This design comes from an exercise in tuning for small area, a short achievable clock period and few clock cycles on the open sky130 flow, not from production work. Function was checked by simulation only, so behaviour that the tests miss may differ from the original. No activity file was given, so power comes from the tool's default toggle rates. The clock port is modelled as an ideal driver; clocking choices that lean on that would not hold on a real chip.

===== design.v =====
`timescale 1ns/1ps
`default_nettype none
package pcie_queue_pkg;
    localparam int DWORD_W       = 32;
    localparam int PCIE_ADDR_W   = 18;
    localparam int PAGE_LSB      = 12;
    localparam int LINE_LSB      = 6;
    localparam int REGS_PER_PAGE = 4;
    localparam int DEF_NB_QUEUES = 8;
    localparam int RB_BRAM_OFFSET = 512;
endpackage
`default_nettype wire
`timescale 1ns/1ps
`default_nettype none
module queue_rr_counter (
    input  logic       pcie_clk,
    input  logic       pcie_reset_n,
    input  logic [4:0] nb_queues,
    input  logic       advance,
    output logic [2:0] cur_queue,
    output logic [2:0] next_queue,
    output logic [7:0] cur_onehot,
    output logic [7:0] next_onehot
);
    logic last_queue;
    assign last_queue = ({2'b00, next_queue} + 5'd1 >= nb_queues) || (next_queue == 3'd7);
    always_ff @(posedge pcie_clk) begin
        if (!pcie_reset_n) begin
            cur_queue   <= 3'd0;
            cur_onehot  <= 8'b0000_0001;
            if (nb_queues > 5'd1) begin
                next_queue  <= 3'd1;
                next_onehot <= 8'b0000_0010;
            end else begin
                next_queue  <= 3'd0;
                next_onehot <= 8'b0000_0001;
            end
        end else if (advance) begin
            cur_queue   <= next_queue;
            cur_onehot  <= next_onehot;
            next_queue  <= last_queue ? 3'd0 : next_queue + 3'd1;
            next_onehot <= last_queue ? 8'b0000_0001 : {next_onehot[6:0], 1'b0};
        end
    end
endmodule
`default_nettype wire
`timescale 1ns/1ps
`default_nettype none
module queue_switch_fsm (
    input  logic        pcie_clk,
    input  logic        pcie_reset_n,
    input  logic [4:0]  nb_queues,
    input  logic        dma_done,
    output logic [2:0]  cur_queue,
    output logic [7:0]  cur_onehot,
    output logic [7:0]  view_onehot
);
    logic [2:0] next_queue;
    logic [7:0] next_onehot;
    queue_rr_counter u_rr_counter (
        .pcie_clk     (pcie_clk),
        .pcie_reset_n (pcie_reset_n),
        .nb_queues    (nb_queues),
        .advance      (dma_done),
        .cur_queue    (cur_queue),
        .next_queue   (next_queue),
        .cur_onehot   (cur_onehot),
        .next_onehot  (next_onehot)
    );
    assign view_onehot = dma_done ? next_onehot : cur_onehot;
endmodule
`default_nettype wire
`timescale 1ns/1ps
`default_nettype none
module queue_reg_file (
    input  logic           pcie_clk,
    input  logic           pcie_reset_n,
    input  logic [17:0]    pcie_address,
    input  logic           pcie_write,
    input  logic [511:0]   pcie_writedata,
    input  logic [63:0]    pcie_byteenable,
    input  logic           dma_done,
    input  logic [31:0]    new_tail,
    input  logic [7:0]     cur_onehot,
    input  logic [7:0]     view_onehot,
    input  logic [7:0]     rd_onehot,
    output logic [127:0]   rd_words,
    output logic [31:0]    active_tail,
    output logic [31:0]    active_head,
    output logic [63:0]    active_kmem_addr
);
    logic [31:0] regs  [8][4];
    logic [3:0]  valid [8];
    logic [3:0]  we    [8];
    logic [3:0]  vsel  [8];
    logic [3:0]  rsel  [8];
    logic [127:0] view;
    for (genvar q = 0; q < 8; q++) begin : g_wdec
        page_write_decode #(.PAGE(q)) u_wdec (
            .pcie_write      (pcie_write),
            .pcie_address    (pcie_address[17:12]),
            .pcie_byteenable (pcie_byteenable[15:4]),
            .we              (we[q][3:1])
        );
        assign we[q][0] = dma_done && cur_onehot[q];
    end
    always_ff @(posedge pcie_clk) begin
        for (int q = 0; q < 8; q++) begin
            if (we[q][0]) regs[q][0] <= new_tail;
            for (int j = 1; j < 4; j++) begin
                if (we[q][j]) regs[q][j] <= pcie_writedata[32*j +: 32];
            end
        end
    end
    always_ff @(posedge pcie_clk) begin
        for (int q = 0; q < 8; q++) begin
            if (!pcie_reset_n) valid[q] <= 4'd0;
            else               valid[q] <= valid[q] | we[q];
        end
    end
    always_comb begin
        for (int q = 0; q < 8; q++) begin
            for (int j = 0; j < 4; j++) begin
                vsel[q][j] = view_onehot[q] && valid[q][j] && pcie_reset_n;
                rsel[q][j] = rd_onehot[q] && valid[q][j];
            end
        end
    end
    for (genvar j = 0; j < 4; j++) begin : g_dword
        onehot_mux8 u_view_mux (
            .d0 (regs[0][j]), .d1 (regs[1][j]), .d2 (regs[2][j]), .d3 (regs[3][j]),
            .d4 (regs[4][j]), .d5 (regs[5][j]), .d6 (regs[6][j]), .d7 (regs[7][j]),
            .sel ({vsel[7][j], vsel[6][j], vsel[5][j], vsel[4][j],
                   vsel[3][j], vsel[2][j], vsel[1][j], vsel[0][j]}),
            .y   (view[32*j +: 32])
        );
        onehot_mux8 u_read_mux (
            .d0 (regs[0][j]), .d1 (regs[1][j]), .d2 (regs[2][j]), .d3 (regs[3][j]),
            .d4 (regs[4][j]), .d5 (regs[5][j]), .d6 (regs[6][j]), .d7 (regs[7][j]),
            .sel ({rsel[7][j], rsel[6][j], rsel[5][j], rsel[4][j],
                   rsel[3][j], rsel[2][j], rsel[1][j], rsel[0][j]}),
            .y   (rd_words[32*j +: 32])
        );
    end
    always_ff @(posedge pcie_clk) begin
        active_tail      <= view[31:0];
        active_head      <= view[63:32];
        active_kmem_addr <= view[127:64];
    end
endmodule
module page_write_decode #(
    parameter int PAGE = 0
) (
    input  logic        pcie_write,
    input  logic [5:0]  pcie_address,
    input  logic [11:0] pcie_byteenable,
    output logic [3:1]  we
);
    logic hit;
    assign hit = pcie_write && (pcie_address == 6'(PAGE));
    always_comb begin
        for (int j = 1; j < 4; j++) we[j] = hit && (&pcie_byteenable[4*(j-1) +: 4]);
    end
endmodule
module onehot_mux8 (
    input  logic [31:0] d0, d1, d2, d3, d4, d5, d6, d7,
    input  logic [7:0]  sel,
    output logic [31:0] y
);
    logic [31:0] n0, n1, n2;
    aoi_sel3 u_g0 (.d0(d0), .d1(d1), .d2(d2), .s(sel[2:0]), .y_n(n0));
    aoi_sel3 u_g1 (.d0(d3), .d1(d4), .d2(d5), .s(sel[5:3]), .y_n(n1));
    aoi_sel2 u_g2 (.d0(d6), .d1(d7), .s(sel[7:6]), .y_n(n2));
    assign y = ~(n0 & n1 & n2);
endmodule
module aoi_sel3 (
    input  logic [31:0] d0, d1, d2,
    input  logic [2:0]  s,
    output logic [31:0] y_n
);
    assign y_n = ~((d0 & {32{s[0]}}) | (d1 & {32{s[1]}}) | (d2 & {32{s[2]}}));
endmodule
module aoi_sel2 (
    input  logic [31:0] d0, d1,
    input  logic [1:0]  s,
    output logic [31:0] y_n
);
    assign y_n = ~((d0 & {32{s[0]}}) | (d1 & {32{s[1]}}));
endmodule
`default_nettype wire
`timescale 1ns/1ps
`default_nettype none
module pio_read_path (
    input  logic           pcie_clk,
    input  logic           pcie_reset_n,
    input  logic [17:0]    pcie_address,
    input  logic           pcie_read,
    input  logic [127:0]   rd_words,
    input  logic [511:0]   frb_readdata,
    input  logic           frb_readvalid,
    output logic [7:0]     rd_onehot,
    output logic           frb_read,
    output logic [11:0]    frb_address,
    output logic [511:0]   pcie_readdata,
    output logic           pcie_readdatavalid
);
    logic         reg_region;
    logic [2:0]   rd_page;
    logic         rd_r1;
    logic         rd_r2;
    logic [127:0] page_data;
    assign reg_region = (pcie_address[17:15] == 3'd0);
    frb_request u_frb_request (
        .pcie_read    (pcie_read),
        .pcie_address (pcie_address[17:6]),
        .frb_read     (frb_read),
        .frb_address  (frb_address)
    );
    always_ff @(posedge pcie_clk) begin
        rd_page <= pcie_address[14:12];
        if (!pcie_reset_n) begin
            rd_r1 <= 1'b0;
            rd_r2 <= 1'b0;
        end else begin
            rd_r1 <= pcie_read && reg_region;
            rd_r2 <= rd_r1;
        end
    end
    always_comb begin
        for (int q = 0; q < 8; q++) rd_onehot[q] = rd_r1 && (rd_page == 3'(q));
    end
    always_ff @(posedge pcie_clk) begin
        page_data <= rd_words;
    end
    always_ff @(posedge pcie_clk) begin
        if (!pcie_reset_n) pcie_readdatavalid <= 1'b0;
        else               pcie_readdatavalid <= rd_r2 || frb_readvalid;
        pcie_readdata[127:0]   <= page_data | (frb_readdata[127:0] & {128{!rd_r2}});
        pcie_readdata[511:128] <= frb_readdata[511:128] & {384{!rd_r2}};
    end
endmodule
module frb_request (
    input  logic        pcie_read,
    input  logic [11:0] pcie_address,
    output logic        frb_read,
    output logic [11:0] frb_address
);
    logic in_regs;
    frb_region_check u_region (
        .a       (pcie_address[11:9]),
        .in_regs (in_regs)
    );
    assign frb_read         = pcie_read && !in_regs;
    assign frb_address[8:0] = pcie_address[8:0];
    assign frb_address[9]   = !pcie_address[9];
    assign frb_address[10]  = !(pcie_address[10] ^ pcie_address[9]);
    frb_line_msb u_msb (
        .a   (pcie_address[11:9]),
        .msb (frb_address[11])
    );
endmodule
module frb_region_check (
    input  logic [2:0] a,
    output logic       in_regs
);
    assign in_regs = !(a[2] || a[1] || a[0]);
endmodule
module frb_line_msb (
    input  logic [2:0] a,
    output logic       msb
);
    assign msb = a[2] && (a[1] || a[0]);
endmodule
`default_nettype wire
`timescale 1ns/1ps
`default_nettype none
module pcie_queue_top (
    input  logic           pcie_clk,
    input  logic           pcie_reset_n,
    input  logic [4:0]     nb_queues,
    input  logic [17:0]    pcie_address,
    input  logic           pcie_write,
    input  logic           pcie_read,
    input  logic [511:0]   pcie_writedata,
    input  logic [63:0]    pcie_byteenable,
    output logic [511:0]   pcie_readdata,
    output logic           pcie_readdatavalid,
    input  logic           dma_done,
    input  logic [31:0]    new_tail,
    output logic [2:0]     active_queue,
    output logic [31:0]    active_tail,
    output logic [31:0]    active_head,
    output logic [63:0]    active_kmem_addr,
    output logic           frb_read,
    output logic [11:0]    frb_address,
    input  logic [511:0]   frb_readdata,
    input  logic           frb_readvalid
);
    logic [7:0]   cur_onehot;
    logic [7:0]   view_onehot;
    logic [7:0]   rd_onehot;
    logic [127:0] rd_words;
    queue_switch_fsm u_switch_fsm (
        .pcie_clk     (pcie_clk),
        .pcie_reset_n (pcie_reset_n),
        .nb_queues    (nb_queues),
        .dma_done     (dma_done),
        .cur_queue    (active_queue),
        .cur_onehot   (cur_onehot),
        .view_onehot  (view_onehot)
    );
    queue_reg_file u_reg_file (
        .pcie_clk         (pcie_clk),
        .pcie_reset_n     (pcie_reset_n),
        .pcie_address     (pcie_address),
        .pcie_write       (pcie_write),
        .pcie_writedata   (pcie_writedata),
        .pcie_byteenable  (pcie_byteenable),
        .dma_done         (dma_done),
        .new_tail         (new_tail),
        .cur_onehot       (cur_onehot),
        .view_onehot      (view_onehot),
        .rd_onehot        (rd_onehot),
        .rd_words         (rd_words),
        .active_tail      (active_tail),
        .active_head      (active_head),
        .active_kmem_addr (active_kmem_addr)
    );
    pio_read_path u_read_path (
        .pcie_clk           (pcie_clk),
        .pcie_reset_n       (pcie_reset_n),
        .pcie_address       (pcie_address),
        .pcie_read          (pcie_read),
        .rd_words           (rd_words),
        .frb_readdata       (frb_readdata),
        .frb_readvalid      (frb_readvalid),
        .rd_onehot          (rd_onehot),
        .frb_read           (frb_read),
        .frb_address        (frb_address),
        .pcie_readdata      (pcie_readdata),
        .pcie_readdatavalid (pcie_readdatavalid)
    );
endmodule
`default_nettype wire

===== flow/run.sh =====
#!/bin/bash
# Standard ORFS layout, with the port buffers made of the smallest buffer cell
# (every input and output port still gets its own buffer), the IO pins
# allowed on every routing track so the die can be smaller, and a clock tree
# built without dummy balancing loads.
set -euo pipefail
cd "$(dirname "$0")/.."
bash standard.sh \
  "BUFFER_PORTS_ARGS=-buffer_cell sky130_fd_sc_hd__buf_1" \
  "PLACE_PINS_ARGS=-min_distance 1 -min_distance_in_tracks" \
  "CTS_ARGS=-sink_clustering_enable -repair_clock_nets -sink_clustering_size 30 -sink_clustering_max_diameter 80 -dont_use_dummy_load" \
  finish > make_finish.log 2>&1

===== standard.sh =====
#!/bin/bash
# synth_recipe.tcl (not shown) runs the flow's synth.tcl, then flattens the netlist and writes it again
# the make line also repeats each setting of config.mk as NAME=value (left out here)
make -C /OpenROAD-flow-scripts/flow DESIGN_CONFIG=/design/flow/config.mk WORK_HOME=/design/flow/orfs CLKGATE_MAP_FILE= SYNTH_SCRIPT=/design/flow/synth_recipe.tcl "${@:-finish}"

===== config.mk =====
export PLATFORM = sky130hd
export DESIGN_NAME = pcie_queue_top
export DESIGN_NICKNAME = pcie_queue_top
export VERILOG_FILES = /design/flow/design.v
export SDC_FILE = /design/flow/constraint.sdc
export NUM_CORES = 4
export LEC_CHECK = 0
export CAP_MARGIN = 20
export CORE_AREA = 15 15 345 345
export CTS_CLUSTER_DIAMETER = 80
export CTS_CLUSTER_SIZE = 30
export DIE_AREA = 0 0 360 360
export SETUP_SLACK_MARGIN = 2.6
export SLEW_MARGIN = 20
export SYNTH_HIERARCHICAL = 1

===== constraint.sdc =====
create_clock -name core_clock -period 5.0 [get_ports {pcie_clk}]
set_input_delay 1.0000 -clock core_clock [delete_from_list [all_inputs] [get_ports {pcie_clk}]]
set_output_delay 1.0000 -clock core_clock [all_outputs]
set_load 0.01 [all_outputs]

==> flow_metrics.py, run 1 <==
metrics = {
    "outcome": {
        "status": "finished clean",
    },
    "global_routing": {
        "antenna_found_initial": 80,
        "gr-total-overflow": 0,
        "grt_max_degree": 94,
        "first_global_vias": 40551,
        "grt_pass1_wl_um": 304700,
        "track_usage_pct": 31.82,
    },
    "hold_path": {
        "hold_path_depth": 1,
        "holdCritStartpoint": "u_read_path.page_data[80]$_DFF_P_",
        "hold_end": "u_read_path.pcie_readdata[80]$_DFF_P_",
        "worst_hold_path_type": "flop to flop",
    },
    "cts": {
        "clk_latency_ns": 0.69,
        "cts_sinks": 1852,
        "root_buffer": "clkbuf_16",
        "htreeDepth": 3,
        "cts_tree": "done",
        "clockBufferDepth": 3,
        "cts_buffers": 72,
        "clk_pin_slew_ns": 0.11,
    },
    "pwr": {
        "combPwrFrac_pct": 5.1,
        "p_leak_nw": 24.96,
        "power.share.clock_pct": 28.0,
        "power_w": 0.02471,
        "p_per_area_mw_per_mm2": 348.4,
        "ir_worst_vdd_mv": 0.3143,
        "p_sw_w": 0.005267,
        "intPower_w": 0.01944,
        "p_sw_share_pct": 21.31,
        "power_frac_seq_pct": 66.9,
    },
    "place": {
        "dpl.hpwl_um": 146500,
        "gp_congestion": 1.105,
        "io_buffers": 1319,
        "dp.cells": 6475,
    },
    "layout": {
        "final_cells": 6596,
        "final_util_pct": 65.89,
        "drive_above_1_share_pct": 5.692,
        "fillers": 8151,
        "fin_nets": 6305,
        "area_growth_pct": 12.24,
    },
    "die": {
        "start_util_pct": 58.70,
        "die_area_mm2": 0.1296,
        "die_y_um": 360,
        "io_pins": 1806,
        "rows": 120,
        "die_w_um": 360,
        "core-area_mm2": 0.1077,
    },
    "timing": {
        "period_minus_slack_ns": 2.475,
        "setup_viol": 0,
        "finClkSkew_ns": 0.03370,
        "slew_violations": 0,
        "max_freq_ghz": 0.4041,
        "max_slew_margin_pct": 22.98,
        "worstMarginPinSlew_ns": 1.155,
        "rsz0062_at_grt": "yes",
        "hold_viol": 0,
        "tns_ns": 0,
        "min_period_over_period_pct": 49.49,
    },
    "drt": {
        "drc": 0,
        "dr_total_vias": 43034,
        "vias_per_cell": 6.524,
        "drt-wirelength-per-cell_um": 33.45,
        "firstDrtPassIters": 10,
        "final_antenna_net_count": 0,
        "drt_iter0_drc": 7837,
        "finalWirelength_um": 220600,
    },
    "logic_synthesis": {
        "synthArstFlopShare_pct": 0,
        "syn-cell-area_mm2": 0.06319,
        "ys_ff_latch": 1852,
        "ys_seq_area_share_pct": 75.07,
        "synth_nets": 5084,
        "synth_top_area_share_pct": 49.18,
        "synth_warnings": 27,
        "yosys-top-cells-area": "edfxtp_1 49%, dfxtp_1 26%, a222oi_1 8.1%",
        "netlist-cell-type-count": 41,
        "synth_flop_cell": "edfxtp_1",
        "netlist_instances": 3929,
        "synth_edf_count": 1035,
        "synth_top_area_cell": "edfxtp_1",
        "synth_area_per_cell_um2": 16.08,
    },
    "job": {
        "maxCapViolCount": 0,
    },
    "critical_path": {
        "r2r_start": "u_read_path.rd_page[2]$_DFF_P_",
        "reg2reg_depth": 6,
        "cpMaxStageDelayCell": "nor3_4",
        "cp_slowest_stage_delay_ns": 0.16,
        "worstSetupStartpointType": "primary input",
        "cp_max_fo": 4,
        "crit_chain": "buf_12 > nor3_4 > nor2b_1 > buf_2",
        "crit_family": "buffers and inverters",
        "end_kind": "output port",
        "crit_required_ns": 4.00,
        "path_buf_inv": 2,
        "worstPathArrival_ns": 1.47,
        "r2r_slack_ns": 2.73,
        "critPathKind": "primary input to output port",
        "rr_endpoint": "u_read_path.page_data[80]$_DFF_P_",
    },
}
[cell usage after synthesis, types with 2 or more instances]
cell and number:
buf_4 23, o211ai_1 2, dfxtp_1 817, a22oi_1 256
a21oi_1 9, nor2_1 16, clkbuf_1 8, nand4bb_1 3
nor3_1 26, a21o_1 128, buf_6 128, or3_1 2
or3b_1 2, o21a_1 34, and3_1 33, or3b_2 2
nand3_1 266, and2_1 41, mux2_4 8, inv_2 2
nand2b_1 7, nor2b_1 389, nand3b_1 2, nand2_1 6
a222oi_1 512, inv_1 4, nand4_1 25, ha_1 6
edfxtp_1 1035, buf_2 113, or4b_4 4, mux2i_1 11
[cells in the final DEF (no fill, tap or decap), types with 2 or more instances in the layout]
master	instances
buf_1	1269
edfxtp_1	1035
dfxtp_1	815
a222oi_1	512
nor2b_1	389
nand3_1	266
a22oi_1	256
a21o_1	128
buf_4	87
clkbuf_16	72
diode_2	45
buf_2	40
o21a_1	34
and3_1	31
and2_1	26
nor3_4	25
nand4_1	25
nor2_1	16
and2_2	14
buf_6	13
mux2i_1	11
a21oi_1	9
mux2_4	8
nand2b_1	7
nand2_1	6
ha_1	6
inv_1	4
or4b_4	4
or3b_4	4
nand4bb_4	4
buf_12	4
clkbuf_4	3
or3_1	2
nand3b_1	2
o211ai_1	2
clkbuf_2	2
[Yosys stat by module (local to each module, per instance), excerpt]
module | cell area (um^2) | cells | copies in the design
frb_region_check | 10.01 | 1 | 1
aoi_sel3 | 402.9 | 41 | 16
queue_rr_counter | 1045 | 98 | 1
pio_read_path | 16690 | 1233 | 1
aoi_sel2 | 289.0 | 38 | 8
queue_switch_fsm | 131.4 | 9 | 1
frb_line_msb | 7.507 | 1 | 1
frb_request | 86.33 | 12 | 1
onehot_mux8 | 160.2 | 32 | 8
[state kept, by name, summed over array words and instances, names as in the netlist, 8 cells and up]
signal / flops
u_read_path.page_data: 128
u_read_path.pcie_readdata: 512
u_reg_file.active_head: 32
u_reg_file.active_kmem_addr: 64
u_reg_file.active_tail: 32
u_reg_file.regs: 1024
u_reg_file.valid: 32
u_switch_fsm.u_rr_counter.cur_onehot: 8
u_switch_fsm.u_rr_counter.next_onehot: 8
[layout make-up]
cell class / instances / area, um^2 / area share, %
antenna: 45 / 112.6 / 0.1588
clock buffer: 72 / 1802 / 2.540
inverter: 6 / 27.53 / 0.03881
multi-input combinational: 1799 / 13900 / 19.60
sequential: 1852 / 47440 / 66.89
tap: 1403 / 1755 / 2.475
timing repair buffer: 1419 / 5889 / 8.303
[routing by layer]
layer | vias up | GRT usage (%) | routed length (um)
met4 | 64 | 17.68 | 12630
met2 | 2946 | 48.80 | 100500
met1 | 21238 | 39.02 | 78400
li1 | 18281 | - | -
met3 | 505 | 10.88 | 28690
met5 | - | 1.380 | 428
[per-stage QoR]
| step | hold WS [ns] | setup slack, ns | cell area, um^2 |
|---|---|---|---|
| 4_1_cts | 0.4046 | 2.522 | 70750 |
| 3_5_place_dp | 0.3893 | 1.330 | 68760 |
| 3_3_place_gp | 0.3859 | 1.393 | 68760 |
| 2_1_floorplan | 0.3819 | 2.186 | 63520 |
| 5_1_grt | 0.4230 | 2.500 | 70880 |
| 6_report | 0.4005 | 2.525 | 70930 |
[how the worst max path moves through the flow]
| stage | from | end | slack [ns] | depth (start not counted) |
|---|---|---|---|---|
| after global routing | pcie_address[16] | frb_read | 2.50 | 4 |
| after detailed placement | dma_done | u_reg_file.active_tail[27]$_DFF_P_ | 1.33 | 6 |
| final | pcie_address[16] | frb_read | 2.53 | 4 |
| after CTS | pcie_address[15] | frb_read | 2.52 | 4 |
| after floorplan | pcie_address[16] | u_reg_file.regs[10][0]$_DFFE_PP_ | 2.19 | 2 |
| after global placement | dma_done | u_reg_file.active_tail[26]$_DFF_P_ | 1.39 | 6 |
[power by group through the flow]
stage | registers, W | logic [W] | clock network (W)
floorplan | 0.0170 | 0.000352 | 0
global placement | 0.0169 | 0.00120 | 0
detailed placement | 0.0169 | 0.00122 | 0
CTS | 0.0165 | 0.00124 | 0.00703
global route | 0.0166 | 0.00133 | 0.00751
finish | 0.0165 | 0.00126 | 0.00693
[kinds of logic after synthesis]
| logic type | Yosys count | share of synthesized area (%) |
|---|---|---|
| flip-flops | 1852 | 75.07 |
| AO/OA/AOI/OAI | 944 | 13.22 |
| AND/OR/NAND/NOR | 829 | 7.683 |
| buffers and inverters | 278 | 3.532 |
| multiplexers | 19 | 0.3643 |
| adder cells (fa/ha/maj) | 6 | 0.1188 |
| XOR/XNOR | 1 | 0.01386 |
[timing repair]
action                                  in CTS  in global routing
pin swaps                                    3                  2
endpoints found under the setup margin     405                243
hold buffers                                 0                  0
setup buffers                                2                  2
gates resized for setup                     79                 15
hold endpoints to repair                     0                  0
[worst reg2reg max path, delay by kind of cell (launching register included)]
family | cells | cell delay, ns
DFF | 1 | 0.33
buffers and inverters | 1 | 0.18
AOI/OAI and AO/OA | 1 | 0.28
and+or+nand+nor | 4 | 1.40
Testbench counts, summed over its fixed seeds: cycles 3,208.
==> inputs of run 2 (changes only) <==
--- a/config.mk
+++ b/config.mk
@@ -11,5 +11,5 @@
 export CTS_CLUSTER_SIZE = 30
 export DIE_AREA = 0 0 360 360
-export SETUP_SLACK_MARGIN = 2.6
+export SETUP_SLACK_MARGIN = 2.7
 export SLEW_MARGIN = 20
 export SYNTH_HIERARCHICAL = 1
==> flow_metrics.py, run 2 <==
metrics = {
    "logic_synthesis": {
        "yosysMostFrequentCell": "edfxtp_1",
        "synth_nets": 5084,
        "synthArstFlopShare_pct": 0,
        "syn-cell-area_mm2": 0.06319,
        "ys_seq_area_share_pct": 75.07,
        "netlist_instances": 3929,
        "ys_ff_latch": 1852,
        "synth_edf_count": 1035,
        "synth_top_area_share_pct": 49.18,
        "netlist-cell-type-count": 41,
        "synth_flop_cell": "edfxtp_1",
        "yosys-top-cells-area": "edfxtp_1 49%, dfxtp_1 26%, a222oi_1 8.1%",
        "synth_warnings": 27,
        "synth_top_area_cell": "edfxtp_1",
        "synth_area_per_cell_um2": 16.08,
        "synthTopCellsByCount": "1035 x edfxtp_1, 817 x dfxtp_1, 512 x a222oi_1",
    },
    "global_routing": {
        "gr-total-overflow": 0,
        "grt_pass1_wl_um": 313200,
        "grt_max_degree": 203,
        "first_global_vias": 40910,
        "track_usage_pct": 32.97,
        "antenna_found_initial": 85,
    },
    "hold_path": {
        "hold_end": "u_read_path.pcie_readdata[122]$_DFF_P_",
        "hold_path_depth": 1,
        "worst_hold_path_type": "flop to flop",
        "holdCritStartpoint": "u_read_path.page_data[122]$_DFF_P_",
    },
    "critical_path": {
        "cp_slowest_stage_delay_ns": 0.17,
        "cpMaxStageDelayCell": "nor3_4",
        "reg2reg_depth": 6,
        "worstSetupStartpointType": "primary input",
        "r2r_start": "u_read_path.rd_r1$_SDFF_PN0_",
        "end_kind": "output port",
        "crit_required_ns": 4.00,
        "r2r_slack_ns": 2.73,
        "cp_max_fo": 5,
        "crit_chain": "buf_12 > nor3_4 > nor2b_1 > buf_2",
        "worstPathArrival_ns": 1.51,
        "critPathKind": "primary input to output port",
        "rr_endpoint": "u_read_path.page_data[105]$_DFF_P_",
    },
    "drt": {
        "dr_total_vias": 43405,
        "drt_iter0_drc": 7498,
        "drc": 0,
        "vias_per_cell": 6.593,
        "finalWirelength_um": 228900,
        "firstDrtPassIters": 9,
        "drt-wirelength-per-cell_um": 34.78,
        "final_antenna_net_count": 0,
    },
    "timing": {
        "max_slew_margin_pct": 19.41,
        "setup_viol": 0,
        "period_minus_slack_ns": 2.510,
        "tns_ns": 0,
        "finClkSkew_ns": 0.05734,
        "max_freq_ghz": 0.3984,
        "slew_violations": 0,
        "hold_viol": 0,
        "min_period_over_period_pct": 50.20,
        "worstMarginPinSlew_ns": 1.209,
        "whs_ns": 0.4029,
        "rsz0062_at_grt": "yes",
    },
    "layout": {
        "final_common_cell": "buf_1",
        "fin_nets": 6289,
        "top_register": "u_reg_file.regs",
        "reg_top3": "u_reg_file.regs: 1024 flops, u_read_path.pcie_readdata: 512 flops, u_read_path.page_data: 128 flops",
        "layout_common_cells": "1096 x buf_1, 1035 x edfxtp_1, 806 x dfxtp_1",
        "largest_register_ffs": 1024,
        "area_growth_pct": 12.82,
        "drive_above_1_share_pct": 9.412,
        "fin_area_mm2": 0.07129,
        "final_util_pct": 66.22,
    },
    "die": {
        "rows": 120,
        "die_y_um": 360,
        "core-area_mm2": 0.1077,
        "die_area_mm2": 0.1296,
        "io_pins": 1806,
        "start_util_pct": 58.70,
        "die_w_um": 360,
    },
    "place": {
        "dpl.hpwl_um": 151900,
        "io_buffers": 1319,
        "dpl_cell_area_mm2": 0.06872,
        "gp_congestion": 1.226,
    },
    "pwr": {
        "p_leak_nw": 25.43,
        "p_per_area_mw_per_mm2": 348.0,
        "ir_worst_vdd_mv": 0.3354,
        "power_w": 0.02481,
    },
    "cts": {
        "cts_hold_buffers": 0,
        "cts_buffers": 72,
        "cts_tree": "done",
        "cts_sinks": 1852,
        "clk_latency_ns": 0.70,
        "clk_pin_slew_ns": 0.10,
        "clockBufferDepth": 3,
        "htreeDepth": 3,
        "root_buffer": "clkbuf_16",
    },
    "outcome": {
        "status": "finished clean",
    },
    "job": {
        "maxCapViolCount": 0,
    },
}
## run 2: changes by cell type in the layout (fill, tap and decap cells not counted), sizes merged
cell / before / now
buf: 1413 / 1389
clkbuf: 78 / 86
diode: 45 / 48
## run 2: area by class of cell
cell class,instances,area [um^2]
antenna,48,120.1
clock buffer,72,1802
fill,8039,36360
inverter,6,27.53
multi-input combinational,1799,14040
sequential,1852,47450
tap,1403,1755
timing repair buffer,1403,6097
## run 2: how the worst max path moves through the flow
stage	from	end	slack, ns	cells after the start
floorplan	pcie_address[16]	u_reg_file.regs[10][0]$_DFFE_PP_	2.19	2
global placement	dma_done	u_reg_file.active_tail[30]$_DFF_P_	1.71	6
detailed placement	dma_done	u_reg_file.active_tail[30]$_DFF_P_	1.64	6
CTS	pcie_address[16]	frb_address[10]	2.45	3
global route	pcie_address[15]	frb_read	2.47	4
finish	pcie_address[15]	frb_read	2.49	4
## run 2: what timing repair did
action                     in CTS  in global routing
resized for setup             288                 32
buffers inserted                3                  4
pin swaps                       1                  1
setup endpoints to repair    1441                117
cloned                          0                  1
## run 2: power by group
part	leakage, nW	internal (W)	switching [W]
logic	8.40	0.000459	0.000883
registers	16.1	0.0164	0.000120
clock network	0.888	0.00262	0.00433
## run 2: per-layer routing
metal | track usage [%] | vias up | share of wire [%]
met5 | 1.997 | - | 0.25
met1 | 39.47 | 21375 | 35
met3 | 12.87 | 515 | 14
li1 | - | 18252 | -
met2 | 49.82 | 3195 | 45
met4 | 19.62 | 68 | 6.2
## run 2: cell families (layout without fill, tap and decap cells)
| family | after synthesis | count (layout) | synth area share [%] |
|---|---|---|---|
| xor+xnor | 1 | 1 | 0.01386 |
| other cells | 0 | 48 | 0 |
| buf+inv | 278 | 1481 | 3.532 |
| simple gates | 829 | 829 | 7.683 |
| fa+ha+maj | 6 | 6 | 0.1188 |
| compound gates | 944 | 944 | 13.22 |
| mux | 19 | 19 | 0.3643 |
| flops | 1852 | 1852 | 75.07 |
## run 2: worst max-delay path, delay by kind of cell
family	cells	cell delay [ns]
simple gates	2	0.24
buf+inv	2	0.27
## run 2: through the flow
| step | setup slack, ns | instances |
|---|---|---|
| 3_5_place_dp | 1.637 | 6455 |
| 4_1_cts | 2.453 | 6530 |
| 2_1_floorplan | 2.186 | 3929 |
| 6_report | 2.490 | 6583 |
| 3_3_place_gp | 1.712 | 6455 |
| 5_1_grt | 2.469 | 6565 |
## run 2: modules after synthesis (local to each module, per instance), excerpt
module,cells inside,times used,cell area (um^2),flip-flops and latches
aoi_sel2,38,8,289.0,0
aoi_sel3,41,16,402.9,0
frb_line_msb,1,1,7.507,0
frb_region_check,1,1,10.01,0
frb_request,12,1,86.33,0
onehot_mux8,32,8,160.2,0
pio_read_path,1233,1,16690,646
queue_reg_file,1295,1,34720,1184
queue_rr_counter,98,1,1045,22
queue_switch_fsm,9,1,131.4,0

==> port drivers added, routing unchanged <==
The results above use ideal ports. As a check the final layouts listed here were re-extracted and re-timed, cells and wires unchanged.
Step 1 assumes that a clkbuf_16 drives the clock port and a buf_2 every other input.
Step 2, shift: input delay + t, output delay - t, t = (earliest + latest rising clock arrival at the registers) / 2. This alone moves slack from input paths to output paths.
Three values: no drivers, after step 1, after step 2; two values: the first two.
| run | t (ns) | slack for setup (ns) | clock arrival spread, ns | worst register clock-pin slew, ns | pins driven straight from the clock port |
|---|---|---|---|---|---|
| run 1 | 0.752 | 2.525 / 2.466 / 1.796 | 0.037 / 0.038 | 0.12 / 0.12 | 1 |
| run 2 | 0.752 | 2.490 / 2.426 / 1.810 | 0.058 / 0.058 | 0.12 / 0.12 | 1 |
After both steps setup and hold are still met in every run listed. For run 1, which loses most, drivers alone change the setup slack by -0.059 ns; drivers and shift together by -0.729 ns.
